This design comes from an exercise in tuning for small area and a short achievable clock period on the open sky130 flow, not from production work.

## willow
==> module prince_top, before the edit <==
module prince_top
(
    input  wire          clk,
    input  wire          sys_rst,
    input  wire          in_valid,
    input  wire [127:0]  key,
    input  wire [63:0]   plain_text,
    output logic [63:0]  cipher_text,
    output logic         out_valid
);
    localparam int NST = 7;
    logic [NST-1:0] vld;
    always_ff @(posedge clk)
    begin
        if (sys_rst) vld <= '0;
        else         vld <= {vld[NST-2:0], in_valid};
    end
    assign out_valid = vld[NST-1];
    logic [63:0] k0_in, k1_in;
    assign k0_in = key[63:0];
    assign k1_in = key[127:64];
    logic [63:0] kf_w;
    assign kf_w = k1_in ^ {k0_in[0], k0_in[63:1]} ^ {63'b0, k0_in[63]} ^ 64'hc0ac29b7c97c50dd;
    logic [63:0] l0;
    assign l0 = plain_text ^ k0_in ^ k1_in ^ 64'h0000000000000000;
    logic [63:0] s1_st;
    logic [63:0] s1_k1, s1_kf;
    always_ff @(posedge clk) begin s1_st <= l0; s1_k1 <= k1_in; s1_kf <= kf_w; end
    logic [63:0] l1;
    assign l1 = prince_pkg::s_layer(s1_st);
    logic [63:0] l2;
    assign l2 = prince_pkg::shift_rows(prince_pkg::m_prime(l1)) ^ s1_k1 ^ 64'h13198a2e03707344;
    logic [63:0] l3;
    assign l3 = prince_pkg::s_layer(l2);
    logic [63:0] l4;
    assign l4 = prince_pkg::shift_rows(prince_pkg::m_prime(l3)) ^ s1_k1 ^ 64'ha4093822299f31d0;
    logic [63:0] s2_st;
    logic [63:0] s2_k1, s2_kf;
    always_ff @(posedge clk) begin s2_st <= l4; s2_k1 <= s1_k1; s2_kf <= s1_kf; end
    logic [63:0] l5;
    assign l5 = prince_pkg::s_layer(s2_st);
    logic [63:0] l6;
    assign l6 = prince_pkg::shift_rows(prince_pkg::m_prime(l5)) ^ s2_k1 ^ 64'h082efa98ec4e6c89;
    logic [63:0] l7;
    assign l7 = prince_pkg::s_layer(l6);
    logic [63:0] l8;
    assign l8 = prince_pkg::shift_rows(prince_pkg::m_prime(l7)) ^ s2_k1 ^ 64'h452821e638d01377;
    logic [63:0] s3_st;
    logic [63:0] s3_k1, s3_kf;
    always_ff @(posedge clk) begin s3_st <= l8; s3_k1 <= s2_k1; s3_kf <= s2_kf; end
    logic [63:0] l9;
    assign l9 = prince_pkg::s_layer(s3_st);
    logic [63:0] l10;
    assign l10 = prince_pkg::shift_rows(prince_pkg::m_prime(l9)) ^ s3_k1 ^ 64'hbe5466cf34e90c6c;
    logic [63:0] l11;
    assign l11 = prince_pkg::s_layer(l10);
    logic [63:0] l12;
    assign l12 = prince_pkg::m_prime(l11);
    logic [63:0] kl12;
    assign kl12 = prince_pkg::m_prime(prince_pkg::shift_rows_inv(s3_k1));
    logic [63:0] s4_st;
    logic [63:0] s4_k1, s4_kf;
    always_ff @(posedge clk) begin s4_st <= l12; s4_k1 <= kl12; s4_kf <= s3_kf; end
    logic [63:0] l13;
    assign l13 = prince_pkg::s_inv_layer(s4_st);
    logic [63:0] l14;
    assign l14 = prince_pkg::m_prime(prince_pkg::shift_rows_inv(l13)) ^ s4_k1 ^ prince_pkg::m_prime(prince_pkg::shift_rows_inv(64'h7ef84f78fd955cb1));
    logic [63:0] l15;
    assign l15 = prince_pkg::s_inv_layer(l14);
    logic [63:0] l16;
    assign l16 = prince_pkg::m_prime(prince_pkg::shift_rows_inv(l15)) ^ s4_k1 ^ prince_pkg::m_prime(prince_pkg::shift_rows_inv(64'h85840851f1ac43aa));
    logic [63:0] s5_st;
    logic [63:0] s5_k1, s5_kf;
    always_ff @(posedge clk) begin s5_st <= l16; s5_k1 <= s4_k1; s5_kf <= s4_kf; end
    logic [63:0] l17;
    assign l17 = prince_pkg::s_inv_layer(s5_st);
    logic [63:0] l18;
    assign l18 = prince_pkg::m_prime(prince_pkg::shift_rows_inv(l17)) ^ s5_k1 ^ prince_pkg::m_prime(prince_pkg::shift_rows_inv(64'hc882d32f25323c54));
    logic [63:0] l19;
    assign l19 = prince_pkg::s_inv_layer(l18);
    logic [63:0] l20;
    assign l20 = prince_pkg::m_prime(prince_pkg::shift_rows_inv(l19)) ^ s5_k1 ^ prince_pkg::m_prime(prince_pkg::shift_rows_inv(64'h64a51195e0e3610d));
    logic [63:0] s6_st;
    logic [63:0] s6_k1, s6_kf;
    always_ff @(posedge clk) begin s6_st <= l20; s6_k1 <= s5_k1; s6_kf <= s5_kf; end
    logic [63:0] l21;
    assign l21 = prince_pkg::s_inv_layer(s6_st);
    logic [63:0] l22;
    assign l22 = prince_pkg::m_prime(prince_pkg::shift_rows_inv(l21)) ^ s6_k1 ^ prince_pkg::m_prime(prince_pkg::shift_rows_inv(64'hd3b5a399ca0c2399));
    logic [63:0] l23;
    assign l23 = prince_pkg::s_inv_layer(l22);
    logic [63:0] l24;
    assign l24 = l23 ^ s6_kf;
    logic [63:0] s7_st;
    always_ff @(posedge clk) s7_st <= l24;
    assign cipher_text = s7_st;
endmodule
Settings: LEC_CHECK=0, CAP_MARGIN=20, CORE_MARGIN=2, CORE_UTILIZATION=40, SLEW_MARGIN=20; clock period 3.2 ns.
run.sh (not shown) runs the stock make flow with config.mk's settings and CLKGATE_MAP_FILE= SYNTH_SCRIPT=/design/flow/synth_recipe.tcl, a recipe that flattens the netlist after the stock synthesis.
#### Input delta (quartz over willow)
diff --git a/flow/design.v b/flow/design.v
--- a/flow/design.v
+++ b/flow/design.v
@@ -158,37 +158,35 @@
     assign l11 = prince_pkg::s_layer(l10);
     logic [63:0] l12;
     assign l12 = prince_pkg::m_prime(l11);
-    logic [63:0] kl12;
-    assign kl12 = prince_pkg::m_prime(prince_pkg::shift_rows_inv(s3_k1));
     logic [63:0] s4_st;
     logic [63:0] s4_k1, s4_kf;
-    always_ff @(posedge clk) begin s4_st <= l12; s4_k1 <= kl12; s4_kf <= s3_kf; end
+    always_ff @(posedge clk) begin s4_st <= l12; s4_k1 <= s3_k1; s4_kf <= s3_kf; end
     logic [63:0] l13;
     assign l13 = prince_pkg::s_inv_layer(s4_st);
     logic [63:0] l14;
-    assign l14 = prince_pkg::m_prime(prince_pkg::shift_rows_inv(l13)) ^ s4_k1 ^ prince_pkg::m_prime(prince_pkg::shift_rows_inv(64'h7ef84f78fd955cb1));
+    assign l14 = prince_pkg::m_prime(prince_pkg::shift_rows_inv(l13 ^ s4_k1 ^ 64'h7ef84f78fd955cb1));
     logic [63:0] l15;
     assign l15 = prince_pkg::s_inv_layer(l14);
     logic [63:0] l16;
-    assign l16 = prince_pkg::m_prime(prince_pkg::shift_rows_inv(l15)) ^ s4_k1 ^ prince_pkg::m_prime(prince_pkg::shift_rows_inv(64'h85840851f1ac43aa));
+    assign l16 = prince_pkg::m_prime(prince_pkg::shift_rows_inv(l15 ^ s4_k1 ^ 64'h85840851f1ac43aa));
     logic [63:0] s5_st;
     logic [63:0] s5_k1, s5_kf;
     always_ff @(posedge clk) begin s5_st <= l16; s5_k1 <= s4_k1; s5_kf <= s4_kf; end
     logic [63:0] l17;
     assign l17 = prince_pkg::s_inv_layer(s5_st);
     logic [63:0] l18;
-    assign l18 = prince_pkg::m_prime(prince_pkg::shift_rows_inv(l17)) ^ s5_k1 ^ prince_pkg::m_prime(prince_pkg::shift_rows_inv(64'hc882d32f25323c54));
+    assign l18 = prince_pkg::m_prime(prince_pkg::shift_rows_inv(l17 ^ s5_k1 ^ 64'hc882d32f25323c54));
     logic [63:0] l19;
     assign l19 = prince_pkg::s_inv_layer(l18);
     logic [63:0] l20;
-    assign l20 = prince_pkg::m_prime(prince_pkg::shift_rows_inv(l19)) ^ s5_k1 ^ prince_pkg::m_prime(prince_pkg::shift_rows_inv(64'h64a51195e0e3610d));
+    assign l20 = prince_pkg::m_prime(prince_pkg::shift_rows_inv(l19 ^ s5_k1 ^ 64'h64a51195e0e3610d));
     logic [63:0] s6_st;
     logic [63:0] s6_k1, s6_kf;
     always_ff @(posedge clk) begin s6_st <= l20; s6_k1 <= s5_k1; s6_kf <= s5_kf; end
     logic [63:0] l21;
     assign l21 = prince_pkg::s_inv_layer(s6_st);
     logic [63:0] l22;
-    assign l22 = prince_pkg::m_prime(prince_pkg::shift_rows_inv(l21)) ^ s6_k1 ^ prince_pkg::m_prime(prince_pkg::shift_rows_inv(64'hd3b5a399ca0c2399));
+    assign l22 = prince_pkg::m_prime(prince_pkg::shift_rows_inv(l21 ^ s6_k1 ^ 64'hd3b5a399ca0c2399));
     logic [63:0] l23;
     assign l23 = prince_pkg::s_inv_layer(l22);
     logic [63:0] l24;
--- outcome ---
Comparing willow and quartz, the higher netlist area before placement is on quartz. For willow, the standard cell with the maximum stage delay on the critical path was a22oi_2, unlike quartz, where it was xor3_1. Post-route worst setup slack | quartz below willow. Across both runs, initial antenna violation count was higher for quartz than for willow. Most common cell after layout, fill and taps aside: dfxtp_1 -> quartz, xnor2_1 -> willow. Post-route standard cell area excluding fillers: quartz worse than willow. Summary — quantity of gates resized following cts, quartz relative to willow: higher, by 7. On quartz: footprint of the multi-input gates is 2200 um2 higher than what willow gave. Detailed-route vias per instance, willow and quartz: larger value in quartz. Relative to willow, the post-synthesis area per instance measured on quartz has increased by a few percent. Summary of the comparison: final standard cell utilization of the core is higher in quartz, relative to willow.
No functional check of the RTL was part of any run of this note.

-- re-timing with driven ports --
No port has a modelled driver above. Below, the same layouts with a new extraction and two added sets of constraints. Step 1: set_driving_cell puts a clkbuf_16 on clk and a buf_2 on each other input, an assumption about the parent block. Step 2 times the ports against the registers' clock, not the clock port: input delays grow and output delays shrink by t, the midpoint of the rising clock arrivals with the driver on. Three values: ideal, step 1, step 2; two values: the first two.
run | shift t [ns] | slack for setup (ns) | worst setup path after step 2 | worst register clock-pin slew, ns | cell pins on the clock port's net
willow | 0.848 | 0.145 / 0.145 / 0.145 | register to register | 0.07 / 0.07 | 1
quartz | 0.809 | 0.060 / 0.060 / 0.060 | register to register | 0.08 / 0.08 | 1
After both steps every run listed still meets setup and hold.
